Background: an optimization exercise with open tools, aiming at small area, a short achievable clock period and few clock cycles per item. Do not read the settings as production practice. In this exercise RTL edits were held to simulation tests only and were not proved equivalent to the original.

## flow/design.v (module list and top-level ports; edited modules follow where they fit)
// module superres_top: 26293 lines
// module fa: 10 lines
module superres_top #(
    parameter int FRAME_PIXELS = 76800
) (
    input  logic     clk,
    input  logic     rst_n,
    input  superres_pkg::coef_wr_t coef_wr,
    input  logic     start_process,
    input  superres_pkg::window_t  neighborhood,
    output superres_pkg::pixel_t   pixel_out,
    output logic     pixel_done,
    output logic     process_done
);
  // ...
==> flow/run.sh <==
#!/bin/bash
# synth_recipe.tcl (not shown) runs the flow's synth.tcl, then flattens the netlist and writes it again
# the make line also repeats each setting of config.mk as NAME=value (left out here)
make -C /OpenROAD-flow-scripts/flow DESIGN_CONFIG=/design/flow/config.mk WORK_HOME=/design/flow/orfs CLKGATE_MAP_FILE= SYNTH_SCRIPT=/design/flow/synth_recipe.tcl finish
==> flow/config.mk <==
export PLATFORM = sky130hd
export DESIGN_NAME = superres_top
export DESIGN_NICKNAME = superres_top
export VERILOG_FILES = /design/flow/design.v
export SDC_FILE = /design/flow/constraint.sdc
export NUM_CORES = 4
export LEC_CHECK = 0
export CAP_MARGIN = 20
export CORE_MARGIN = 2
export CORE_UTILIZATION = 40
export SETUP_SLACK_MARGIN = 2.5
export SLEW_MARGIN = 20
export SYNTH_HIERARCHICAL = 1
==> flow/constraint.sdc <==
create_clock -name core_clock -period 10.0 [get_ports {clk}]
set_input_delay 2.0000 -clock core_clock [delete_from_list [all_inputs] [get_ports {clk}]]
set_output_delay 2.0000 -clock core_clock [all_outputs]
set_load 0.01 [all_outputs]
==> summary.txt, run 1 <==
* Setup repair after global routing missed its margin: yes
- Beginning of the worst register-to-register path: coef[73][5]$_DFFE_PN0P_
* Metal-1 WL: 297 mm
* Portion of netlist area occupied by mux cells: 0.0463
* Pin count of the biggest net entering global routing: 125
* Most frequent standard cell in the layout excluding fill and tap cells: sky130_fd_sc_hd__fa_1
- Leading cell types in the layout, fill and taps excluded: sky130_fd_sc_hd__fa_1 (5,072), sky130_fd_sc_hd__nand2_1 (4,631), sky130_fd_sc_hd__dfrtp_1 (690), sky130_fd_sc_hd__and2_1 (654), sky130_fd_sc_hd__mux2_2 (652)
- Multi-input combinational cells in the finished layout were counted as around 12,000.
- Yosys printed 11 warnings.
- Master cell of the clock root buffer: sky130_fd_sc_hd__clkbuf_16
- The run finished with no timing, DRC or antenna violations.
- The count of pins over their slew limit was 0.
* Largest driver fanout on the critical path: 21
* Highest cell delay on the worst timing path: 960 ps
* Worst max-slew margin expressed relative to the limit: 0.155
- Worst setup path end: r[113]$_DFF_P_
- The worst hold path begins at pixel_cnt[4]$_DFFE_PN0P_.
* First-pass detailed-route iteration total: 7
- Data required time at the worst endpoint: 10,770 ps
- Family with the most delay on the worst path: adder cells
- In the synthesized netlist the async set-or-reset flop fraction comes to 0.837.
* Worst setup skew after layout: 119 ps
- Max-cap violation count: 0
- At the later pin of the worst-skew pair, clock insertion delay measures 990 ps.
Testbench counts, summed over its fixed seeds: cycles 1,024, pixels 1,024.
==> run 2, diff against run 1 <==
--- a/flow/design.v
+++ b/flow/design.v
@@ -36,21 +36,21 @@
     input  logic     start_process,
     input  superres_pkg::window_t  neighborhood,
     output superres_pkg::pixel_t   pixel_out,
     output logic     pixel_done,
     output logic     process_done
 );
     localparam int CNT_W = $clog2(FRAME_PIXELS + 1);
     logic [7:0] coef [84];
-    always_ff @(posedge clk or negedge rst_n) begin
-        if (!rst_n) begin
-            for (int i = 0; i < 84; i++) coef[i] <= '0;
-        end else if (coef_wr.we) begin
-            coef[coef_wr.addr] <= coef_wr.data;
+    always_ff @(posedge clk) begin
+        for (int i = 0; i < 84; i++) begin
+            if (!rst_n || (coef_wr.we && coef_wr.addr == 7'(i))) begin
+                coef[i] <= rst_n ? coef_wr.data : 8'h00;
+            end
         end
     end
     logic p1;
     logic p2;
     logic p3;
     logic p4;
     logic p5;
     logic p6;
--- a/flow/config.mk
+++ b/flow/config.mk
@@ -6,8 +6,9 @@
 export NUM_CORES = 4
 export LEC_CHECK = 0
 export CAP_MARGIN = 20
 export CORE_MARGIN = 2
 export CORE_UTILIZATION = 40
 export SETUP_SLACK_MARGIN = 2.5
 export SLEW_MARGIN = 20
 export SYNTH_HIERARCHICAL = 1
+export TNS_END_PERCENT = 0
==> summary.txt, run 2 <==
* Count of buffers from port buffering: 260 (unchanged)
* Routed length per instance: 51.4 um (was 48.3 um)
- Gr usage total: 0.475 (was 0.456)
* Master cell of the clock root buffer: sky130_fd_sc_hd__clkbuf_16 (unchanged)
* DRC violations left: 0 (unchanged)
* Worst max-slew margin expressed relative to the limit: 0.0693 (was 0.155)
- The source-to-sink clock delay at the later pin of the worst-skew pair came to 970 ps (was 990 ps).
- Nets: 17,900 (was 18,600)
- The top fanout value on the critical path was 15 (was 21).
- The slew at the pin closest to its max-slew limit came to 1390 ps (was 1270 ps).
- The non-filler instance count after layout came to 17,800 (was 18,700).
- Final TNS setup: 0 ps (unchanged)
- Via count of the first global-routing pass: 122,000 (was 128,000)
- The total wire length is 914 mm (was 901 mm).
- Placed Cells incl. Taps: 17,500 (was 18,300)
* Kind of capture point of the worst setup path: flip-flop (unchanged)
- The leading cell type in the layout, fill and taps excluded was sky130_fd_sc_hd__fa_1 (unchanged).
- The number of iterations in the first detailed-routing pass was 12 (was 7).
* Worst Setup Start Kind: primary input (unchanged)
- Fraction of layout cells with a size suffix above 1: 0.0700 (was 0.120)
- The type of the tightest min-delay check is reg -> reg (unchanged).
* Post-synthesis compound-gate area fraction: 0.00884 (was 0.00656)
- The worst endpoint data arrival time came to 8560 ps (was 8410 ps).
* Final weighted congestion in routability-driven placement: 1.15 (was 1.20)
- Pin count of the biggest net entering global routing: 85 (was 125)
- Run status: complete, no violations (unchanged).
- Synthesis-to-layout area growth: 8.25% (was 8.60%)
- Initial antenna violation count: 137 (was 138)
- The proportion of synthesized area in mux cells was 0.000542 (was 0.0463).
- The cell taking the most area after synthesis is sky130_fd_sc_hd__fa_1 (unchanged).
- Worst setup skew after layout: 70.1 ps (was 119 ps)
- Leading cell types by total area after synthesis: sky130_fd_sc_hd__fa_1 (66%), sky130_fd_sc_hd__edfxtp_1 (13%), sky130_fd_sc_hd__nand2_1 (11%) (was sky130_fd_sc_hd__fa_1 (65%), sky130_fd_sc_hd__nand2_1 (11%), sky130_fd_sc_hd__dfrtp_1 (11%)).
- Number of different library cells in the post-synthesis netlist: 79 (was 76)
- Maximum level of the CTS H-tree: 3 (unchanged)
- Top cell type's share of synthesized area: 0.663 (was 0.645)
- Clock slew seen by the registers of the worst setup and hold paths: 60 ps (was 70 ps)
- Effective utilization at floorplan: 0.402 (about the same)
* Hpwl dp: 766 mm (was 753 mm)
* Registers with the most flip-flops: coef: 672 flops, r: 135 flops, pixel_cnt: 17 flops (unchanged)
- The number of fillers in the final layout came to 35,900 (was 36,900).
- The maximum clock frequency was 0.129 GHz (was 0.131 GHz).
* Leading cell types in the layout, fill and taps excluded: sky130_fd_sc_hd__fa_1 (5,097), sky130_fd_sc_hd__nand2_1 (4,568), sky130_fd_sc_hd__edfxtp_1 (672), sky130_fd_sc_hd__and2_1 (651), sky130_fd_sc_hd__buf_4 (458) (was sky130_fd_sc_hd__fa_1 (5,072), sky130_fd_sc_hd__nand2_1 (4,631), sky130_fd_sc_hd__dfrtp_1 (690), sky130_fd_sc_hd__and2_1 (654), sky130_fd_sc_hd__mux2_2 (652))
- The required time of the critical path came to 10,820 ps (was 10,770 ps).
- List of most frequent post-synthesis cells: sky130_fd_sc_hd__fa_1 (5,121), sky130_fd_sc_hd__nand2_1 (4,569), sky130_fd_sc_hd__edfxtp_1 (672), sky130_fd_sc_hd__and2_1 (659), sky130_fd_sc_hd__buf_1 (540) (was sky130_fd_sc_hd__fa_1 (5,121), sky130_fd_sc_hd__nand2_1 (4,634), sky130_fd_sc_hd__dfrtp_1 (691), sky130_fd_sc_hd__clkbuf_1 (686), sky130_fd_sc_hd__and2_1 (654))
* Share of the clock period used by the worst path: 0.774 (was 0.764)
* Total gr overflow: 0 (unchanged)
- Synth Area in XOR/XNOR: 0.00204 (was 0.00220)
- The largest register by flop count is coef (unchanged).
- Vias per cell: 6.51 (was 6.52)
- Crit path kind: in -> reg (unchanged)
- The standard cell core area came to 385,000 um2 (was 396,000 um2).
* Flop and latch count out of synthesis: 826 (unchanged)
- Mapped Area: 155,000 um2 (was 159,000 um2)
- The number of nets with antenna violations after routing was 0 (unchanged).
- The clock tree from TritonCTS is done (unchanged).
- Adder-Cell Fraction of Synth Area: 0.667 (was 0.649)
* Post-synthesis net count: 18,200 (was 18,900)
* Family with the most delay on the worst path: adder cells (unchanged)
- The largest family of logic cells by synthesized area was adder cells (unchanged).
- Violation count after the first detailed-route iteration: 19,100 (was 19,200)
* # setup viols final: 0 (unchanged)
- Sequential-to-total area share from yosys stat: 0.151 (was 0.126)
- The synthesized-area fraction occupied by and/or/nand/nor cells is 0.144 (was 0.142).
* Worst-case clock buffer depth: 4 (unchanged)
- Final number of max-transition violations: 0 (unchanged)
- Flip-flop count of the largest register, all copies and words added: 672 (unchanged)
* Synthesized instance count: 12,800 (was 13,500)
- The flip-flop cell with the highest count after synthesis was sky130_fd_sc_hd__edfxtp_1 (was sky130_fd_sc_hd__dfrtp_1).
* Critical Path, Cell by Cell: buf_4, buf_6, nand2_1, fa_1, fa_1, fa_1, fa_1, fa_1, fa_1, fa_1, fa_1, fa_1, fa_1, fa_1 (was buf_4, nand2_1, fa_1, fa_1, fa_1, fa_1, fa_1, fa_1, fa_1, fa_1, fa_1, fa_1)
* Synth Area per Inst: 12.1 um2 (was 11.7 um2)
* Max-cap violation count: 0 (unchanged)
* Std-Cell Rows: 228 (was 231)
* Most instantiated library cell after synthesis: sky130_fd_sc_hd__fa_1 (unchanged)
- The fraction of synthesis flops using an asynchronous set or reset pin was 0.0230 (was 0.837).
- Final critical path time including I/O delays and setup: 7740 ps (was 7640 ps)
- Hold-fix buffers, CTS: 0 (unchanged)
* First-pass GRT wire length: 1190 mm (about the same)
* Highest cell delay on the worst timing path: 610 ps (was 960 ps)
- The count of flip-flops with a built-in enable after synthesis came to 672 (was 0).
* Hold Fails Final Rpt: 0 (unchanged)
- Die extent in x: 626 um (was 634 um)
* Clock Sinks: 826 (unchanged)
- The count of warnings emitted by yosys came to 11 (unchanged).
- Top-Level Pins: 261 (unchanged)
- Vias after detailed routing: 116,000 (was 122,000)
- The number of CTS-inserted buffers is 115 (was 117).
- The slowest cell on the critical path was sky130_fd_sc_hd__fa_1 (unchanged).
- Setup repair after global routing missed its margin: yes (unchanged).
* Die footprint: 392,000 um2 (was 402,000 um2)
- The height of the chip came to 626 um (was 634 um).
* Buffers & Inverters on Critical Path: 2 (was 1)
* Most prevalent standard cell on the critical path: sky130_fd_sc_hd__fa_1 (unchanged)
## run 2: cell types whose count changed in the layout (fill, tap and decap cells not counted), moves of 25 or more
cell | before | now
sky130_fd_sc_hd__nand2_1 | 4631 | 4568
sky130_fd_sc_hd__dfrtp_1 | 690 | 19
sky130_fd_sc_hd__o21ai_0 | 27 | 64
sky130_fd_sc_hd__edfxtp_1 | 0 | 672
sky130_fd_sc_hd__fa_2 | 49 | 24
sky130_fd_sc_hd__mux2_2 | 652 | 3
sky130_fd_sc_hd__buf_4 | 387 | 458
sky130_fd_sc_hd__fa_1 | 5072 | 5097
sky130_fd_sc_hd__buf_6 | 111 | 51
## run 2: cell families (layout without fill, tap and decap cells)
logic type,after synthesis,in the layout
compound gates,223,223
xor+xnor,36,36
fa+ha+maj,5167,5167
buf+inv,1118,986
flops,826,826
mux,8,8
other cells,0,114
simple gates,5380,5380
## run 2: per-module statistics from Yosys, one instance, submodules excluded
module        cell area [um2]  flops+latches  copies in the design
superres_top            52200            826                     1
fa                       20.0              0                  5118
## run 2: layout make-up
class,count,area [um2],area share
timing repair buffer,675,5930,0.0354
clock buffer,145,3170,0.0189
multi-input combinational,10800,127000,0.760
inverter,102,383,0.00229
tap,5060,6330,0.0378
antenna,114,285,0.00170
sequential,826,23400,0.140
clock inverter,64,666,0.00398
## run 2: timing repair
action / 4_1_cts / 5_1_grt
gates resized for setup: 160 / 122
pin swaps: 1 / 1
cloned: 0 / 0
setup buffers: 1 / 2
setup endpoints to repair: 73 / 71
endpoints found under the hold margin: 0 / 0
## run 2: worst paths after layout
| check | from | to | slack, ps | depth (start not counted) |
|---|---|---|---|---|
| min in group asynchronous | rst_n | pixel_done$_DFF_PN0_ | 1140 | 1 |
| hold reg to reg | pixel_cnt[4]$_DFFE_PN0P_ | pixel_cnt[4]$_DFFE_PN0P_ | 480 | 1 |
| hold / removal | pixel_cnt[4]$_DFFE_PN0P_ | pixel_cnt[4]$_DFFE_PN0P_ | 480 | 1 |
| max in group asynchronous | rst_n | pixel_cnt[13]$_DFFE_PN0P_ | 8390 | 1 |
| setup / recovery | neighborhood[183] | r[81]$_DFF_P_ | 2260 | 14 |
| setup reg to reg | coef[49][0]$_DFFE_PP_ | r[81]$_DFF_P_ | 3190 | 12 |
## run 2: per-layer routing
metal / share of wire / track usage / up-vias
li1: - / - / 38200
met1: 0.33 / 0.558 / 62500
met2: 0.39 / 0.630 / 11900
met3: 0.17 / 0.256 / 3234
met4: 0.11 / 0.404 / 36
met5: 0.00049 / 0.00407 / -
## run 2: metrics by stage
step	area, um2	setup slack, ps	util	hold WS [ps]
finish	167000	2260	0.435	478
global route	167000	2320	0.434	506
CTS	167000	2400	0.433	476
detailed placement	162000	1190	0.422	465
global placement	162000	1200	0.422	465
floorplan	155000	2490	-	446
Testbench counts of run 2, summed over its fixed seeds: cycles 1,024, pixels 1,024.
==> run 3, diff against run 2 <==
--- a/flow/config.mk
+++ b/flow/config.mk
@@ -8,5 +8,5 @@
 export CAP_MARGIN = 20
 export CORE_MARGIN = 2
-export CORE_UTILIZATION = 40
+export CORE_UTILIZATION = 44
 export SETUP_SLACK_MARGIN = 2.5
 export SLEW_MARGIN = 20
==> summary.txt, run 3 <==
- Run status: complete, no violations (unchanged).
* Crit path kind: in -> reg (unchanged)
- Top cell type's share of synthesized area: 0.663 (unchanged)
- The number of nets with antenna violations after routing is 0 (unchanged).
- The flip-flop cell with the highest count after synthesis is sky130_fd_sc_hd__edfxtp_1 (unchanged).
- The first-pass GRT wire length is 1290 mm (was 1190 mm).
- Registers with the most flip-flops: coef: 672 flops, r: 135 flops, pixel_cnt: 17 flops (unchanged)
- Flip-flop count of the largest register, all copies and words added: 672 (unchanged)
- Leading cell types in the layout, fill and taps excluded: sky130_fd_sc_hd__fa_1 (5,081), sky130_fd_sc_hd__nand2_1 (4,568), sky130_fd_sc_hd__edfxtp_1 (672), sky130_fd_sc_hd__and2_1 (651), sky130_fd_sc_hd__buf_4 (508) (was sky130_fd_sc_hd__fa_1 (5,097), sky130_fd_sc_hd__nand2_1 (4,568), sky130_fd_sc_hd__edfxtp_1 (672), sky130_fd_sc_hd__and2_1 (651), sky130_fd_sc_hd__buf_4 (458)).
- Worst max-slew margin expressed relative to the limit: 0.0885 (was 0.0693)
- Fmax: 0.125 GHz (was 0.129 GHz)
- Critical R2R Capture: r[23]$_DFF_P_ (was r[81]$_DFF_P_)
- The total of max-cap violations is 0 (unchanged).
* Kind of capture point of the worst setup path: flip-flop (unchanged)
* Worst setup path end: r[75]$_DFF_P_ (was r[81]$_DFF_P_)
- The fraction of synthesis flops using an asynchronous set or reset pin came to 0.0230 (unchanged).
* Master cell of the clock root buffer: sky130_fd_sc_hd__clkbuf_16 (unchanged)
- The clock slew seen by the registers of the worst setup and hold paths is 60 ps (about the same).
- The number of top-level pins came to 261 (unchanged).
- Synth Area per Inst: 12.1 um2 (unchanged)
- The largest stage delay on the critical path is 720 ps (was 610 ps).
- Floorplan Core Area: 350,000 um2 (was 385,000 um2)
* Routed length per instance: 57.5 um (was 51.4 um)
* Post-route cell area: 167,000 um2 (about the same)
* Register cell area after layout: 23,400 um2 (unchanged)
- Number of warnings printed during yosys synthesis: 11 (unchanged)
- The number of antenna violations at the first check in global routing is 194 (was 137).
- The required time of the critical path was 10,820 ps (about the same).
- Effective utilization at floorplan: 0.442 (was 0.402)
- Total gr overflow: 0 (unchanged)
- Mapped Area: 155,000 um2 (unchanged)
- Synthesized instance count: 12,800 (unchanged)
* Pin count of the biggest net entering global routing: 73 (was 85)
- The total of flip-flops plus latches after synthesis was 826 (unchanged).
* Register containing the most flip-flops in the final layout: coef (unchanged)
- First-pass detailed-route iteration total: 9 (was 12)
- The height of the chip was 597 um (was 626 um).
* Count of buffers from port buffering: 260 (unchanged)
* Detailed-route wire length: 1000 mm (was 914 mm)
- Violation count after the first detailed-route iteration: 20,800 (was 19,100)
- The cell area after placement is 162,000 um2 (about the same).
* Final TNS setup: 0 ps (unchanged)
- The slowest cell on the critical path is sky130_fd_sc_hd__fa_1 (unchanged).
- The number of endpoints with negative hold slack in the final report was 0 (unchanged).
- The number of distinct library cells after synthesis was 79 (unchanged).
* Fraction of layout cells with a size suffix above 1: 0.0757 (was 0.0700)
- The total routing usage reported by global routing is 0.578 (was 0.475).
* Sequential-to-total area share from yosys stat: 0.151 (unchanged)
- The net count of the finished layout was 18,000 (was 17,900).
- The die area came to 356,000 um2 (was 392,000 um2).
- Clock Sinks: 826 (unchanged)
- The top fanout value on the critical path came to 7 (was 15).
- Cell type with the highest aggregate area in the netlist: sky130_fd_sc_hd__fa_1 (unchanged)
- Clock Latency Late Sink: 1000 ps (was 970 ps)
- The routability-driven placement congestion ratio is 1.13 (was 1.15).
- The nature of the critical path startpoint was a primary input (unchanged).
- The area added between synthesis and finish is 8.18% (was 8.25%).
- The maximum level of the CTS H-tree is 3 (unchanged).
* Most instantiated library cell after synthesis: sky130_fd_sc_hd__fa_1 (unchanged)
- Worst setup skew after layout: 130 ps (was 70.1 ps)
- Vias after detailed routing: 121,000 (was 116,000)
- The most used cell along the critical path is sky130_fd_sc_hd__fa_1 (unchanged).
- Number of synthesized flops with an enable pin: 672 (unchanged)
- Beginning of the worst register-to-register path: coef[0][0]$_DFFE_PP_ (was coef[49][0]$_DFFE_PP_)
- Final critical path time including I/O delays and setup: 8000 ps (was 7740 ps)
- Worst-case clock buffer depth: 4 (unchanged)
- Startpoint of the worst setup timing path: neighborhood[2] (was neighborhood[183])
- Arrival time worst endpoint: 8830 ps (was 8560 ps)
- R2r setup slk: 2550 ps (was 3190 ps)
- Worst Reg-to-Reg Cells: 12 (unchanged)
- Hpwl dp: 835 mm (was 766 mm)
* Via count of the first global-routing pass: 123,000 (was 122,000)
- Filler cells: 31,600 (was 35,900)
* Most frequent standard cell in the layout excluding fill and tap cells: sky130_fd_sc_hd__fa_1 (unchanged)
* Post-synthesis net count: 18,200 (unchanged)
- CTS tree: done (unchanged)
* List of most frequent post-synthesis cells: sky130_fd_sc_hd__fa_1 (5,121), sky130_fd_sc_hd__nand2_1 (4,569), sky130_fd_sc_hd__edfxtp_1 (672), sky130_fd_sc_hd__and2_1 (659), sky130_fd_sc_hd__buf_1 (540) (unchanged)
- DRC violations left: 0 (unchanged)
- Critical Path, Cell by Cell: clkbuf_4, buf_4, and2_1, fa_1, fa_1, fa_1, fa_1, fa_1, fa_1, fa_1, buf_4, fa_1, fa_1, fa_1 (was buf_4, buf_6, nand2_1, fa_1, fa_1, fa_1, fa_1, fa_1, fa_1, fa_1, fa_1, fa_1, fa_1, fa_1).
- The chip width was 597 um (was 626 um).
- Share of the clock period used by the worst path: 0.800 (was 0.774)
- Leading cell types by total area after synthesis: sky130_fd_sc_hd__fa_1 (66%), sky130_fd_sc_hd__edfxtp_1 (13%), sky130_fd_sc_hd__nand2_1 (11%) (unchanged).
* Multi-input gate area: 127,000 um2 (about the same)
- The via-per-instance ratio is 6.91 (was 6.51).
- The slew at the pin closest to its max-slew limit came to 1360 ps (was 1390 ps).
- CTS Buf Count: 113 (was 115)
- The final count of negative-setup-slack endpoints was 0 (unchanged).
- The count of pins over their slew limit came to 0 (unchanged).
- Std-Cell Rows: 217 (was 228)
- Setup repair after global routing missed its margin: yes (unchanged).
* Hold Path Class: reg -> reg (unchanged)
## run 3: modules after synthesis (local to each module, per instance)
module / copies in the design / flip-flops and latches / cell area, um2 / cells
fa: 5118 / 0 / 20.0 / 1
superres_top: 1 / 826 / 52200 / 7640
## run 3: worst min-delay path by stage
stage | startpoint | end | slack, ps | depth (start not counted)
final | pixel_cnt[4]$_DFFE_PN0P_ | pixel_cnt[4]$_DFFE_PN0P_ | 480 | 1
after global routing | pixel_cnt[4]$_DFFE_PN0P_ | pixel_cnt[4]$_DFFE_PN0P_ | 500 | 1
after CTS | pixel_cnt[4]$_DFFE_PN0P_ | pixel_cnt[4]$_DFFE_PN0P_ | 480 | 1
after detailed placement | pixel_cnt[4]$_DFFE_PN0P_ | pixel_cnt[4]$_DFFE_PN0P_ | 470 | 1
after global placement | pixel_cnt[4]$_DFFE_PN0P_ | pixel_cnt[4]$_DFFE_PN0P_ | 460 | 1
after floorplan | pixel_cnt[4]$_DFFE_PN0P_ | pixel_cnt[4]$_DFFE_PN0P_ | 450 | 1
## run 3: routing by layer
layer  global-route usage  wire length [um]  vias up  part of all wire
li1                     -                 -    38400                 -
met1                0.646            324000    64900              0.32
met2                0.747            391000    13400              0.39
met3                0.361            170000     3953              0.17
met4                0.528            118000      102              0.12
met5               0.0354              2040        -            0.0020
## run 3: cells by family after synthesis
kind of cell | Yosys count | synth area share
compound gates | 223 | 0.00884
xor+xnor | 36 | 0.00204
fa+ha+maj | 5167 | 0.667
buf+inv | 1118 | 0.0271
flops | 826 | 0.151
mux | 8 | 0.000542
simple gates | 5380 | 0.144
## run 3: through the flow
step                setup WS (ps)   util  hold slack [ps]  cells
floorplan                    2490      -              446  12800
global placement              996  0.463              465  17100
detailed placement           1020  0.463              466  17100
CTS                          2370  0.476              480  17300
global route                 2150  0.477              496  17300
finish                       2000  0.478              478  17500
## run 3: area by class of cell
class / instances / share of cell area
clock buffer: 138 / 0.0186
antenna: 206 / 0.00308
inverter: 102 / 0.00229
multi-input combinational: 10800 / 0.761
timing repair buffer: 721 / 0.0360
sequential: 826 / 0.140
clock inverter: 71 / 0.00502
tap: 4599 / 0.0344
## run 3: what timing repair did
| action | in CTS | in global routing |
|---|---|---|
| endpoints found under the setup margin | 91 | 82 |
| gates resized for setup | 216 | 17 |
| pin swaps | 2 | 0 |
| buffers inserted | 2 | 0 |
| cloned | 0 | 0 |
| hold buffers | 0 | 0 |
## run 3: worst max-delay path: cells and delay by family
kind                     cells  cell delay [ps]
adder cells (fa/ha/maj)     10             5410
buffers and inverters        3              820
AND/OR/NAND/NOR              1              550

## afterwards: timing with drivers on the ports
No port has a modelled driver above. Below, the same layouts with a new extraction and two added sets of constraints.
Step 1: set_driving_cell puts a clkbuf_16 on clk and a buf_2 on each other input, an assumption about the parent block.
Step 2, shift: input delay + t, output delay - t, t = (earliest + latest rising clock arrival at the registers) / 2. This alone moves slack from input paths to output paths.
Slacks: no drivers / after step 1 / after step 2; pairs: no drivers / after step 1.
| run | shift t [ns] | setup slack, ns | worst data-port slew with drivers (ns) |
|---|---|---|---|
| run 1 | 1.058 | 2.355 / 2.390 / 1.391 | 0.32 |
| run 2 | 1.051 | 2.263 / 2.298 / 1.247 | 0.28 |
| run 3 | 1.056 | 1.996 / 2.082 / 1.026 | 0.28 |
After both steps every run listed still meets setup and hold. For run 2, which loses most, drivers alone change the setup slack by +0.035 ns; drivers and shift together by -1.016 ns.
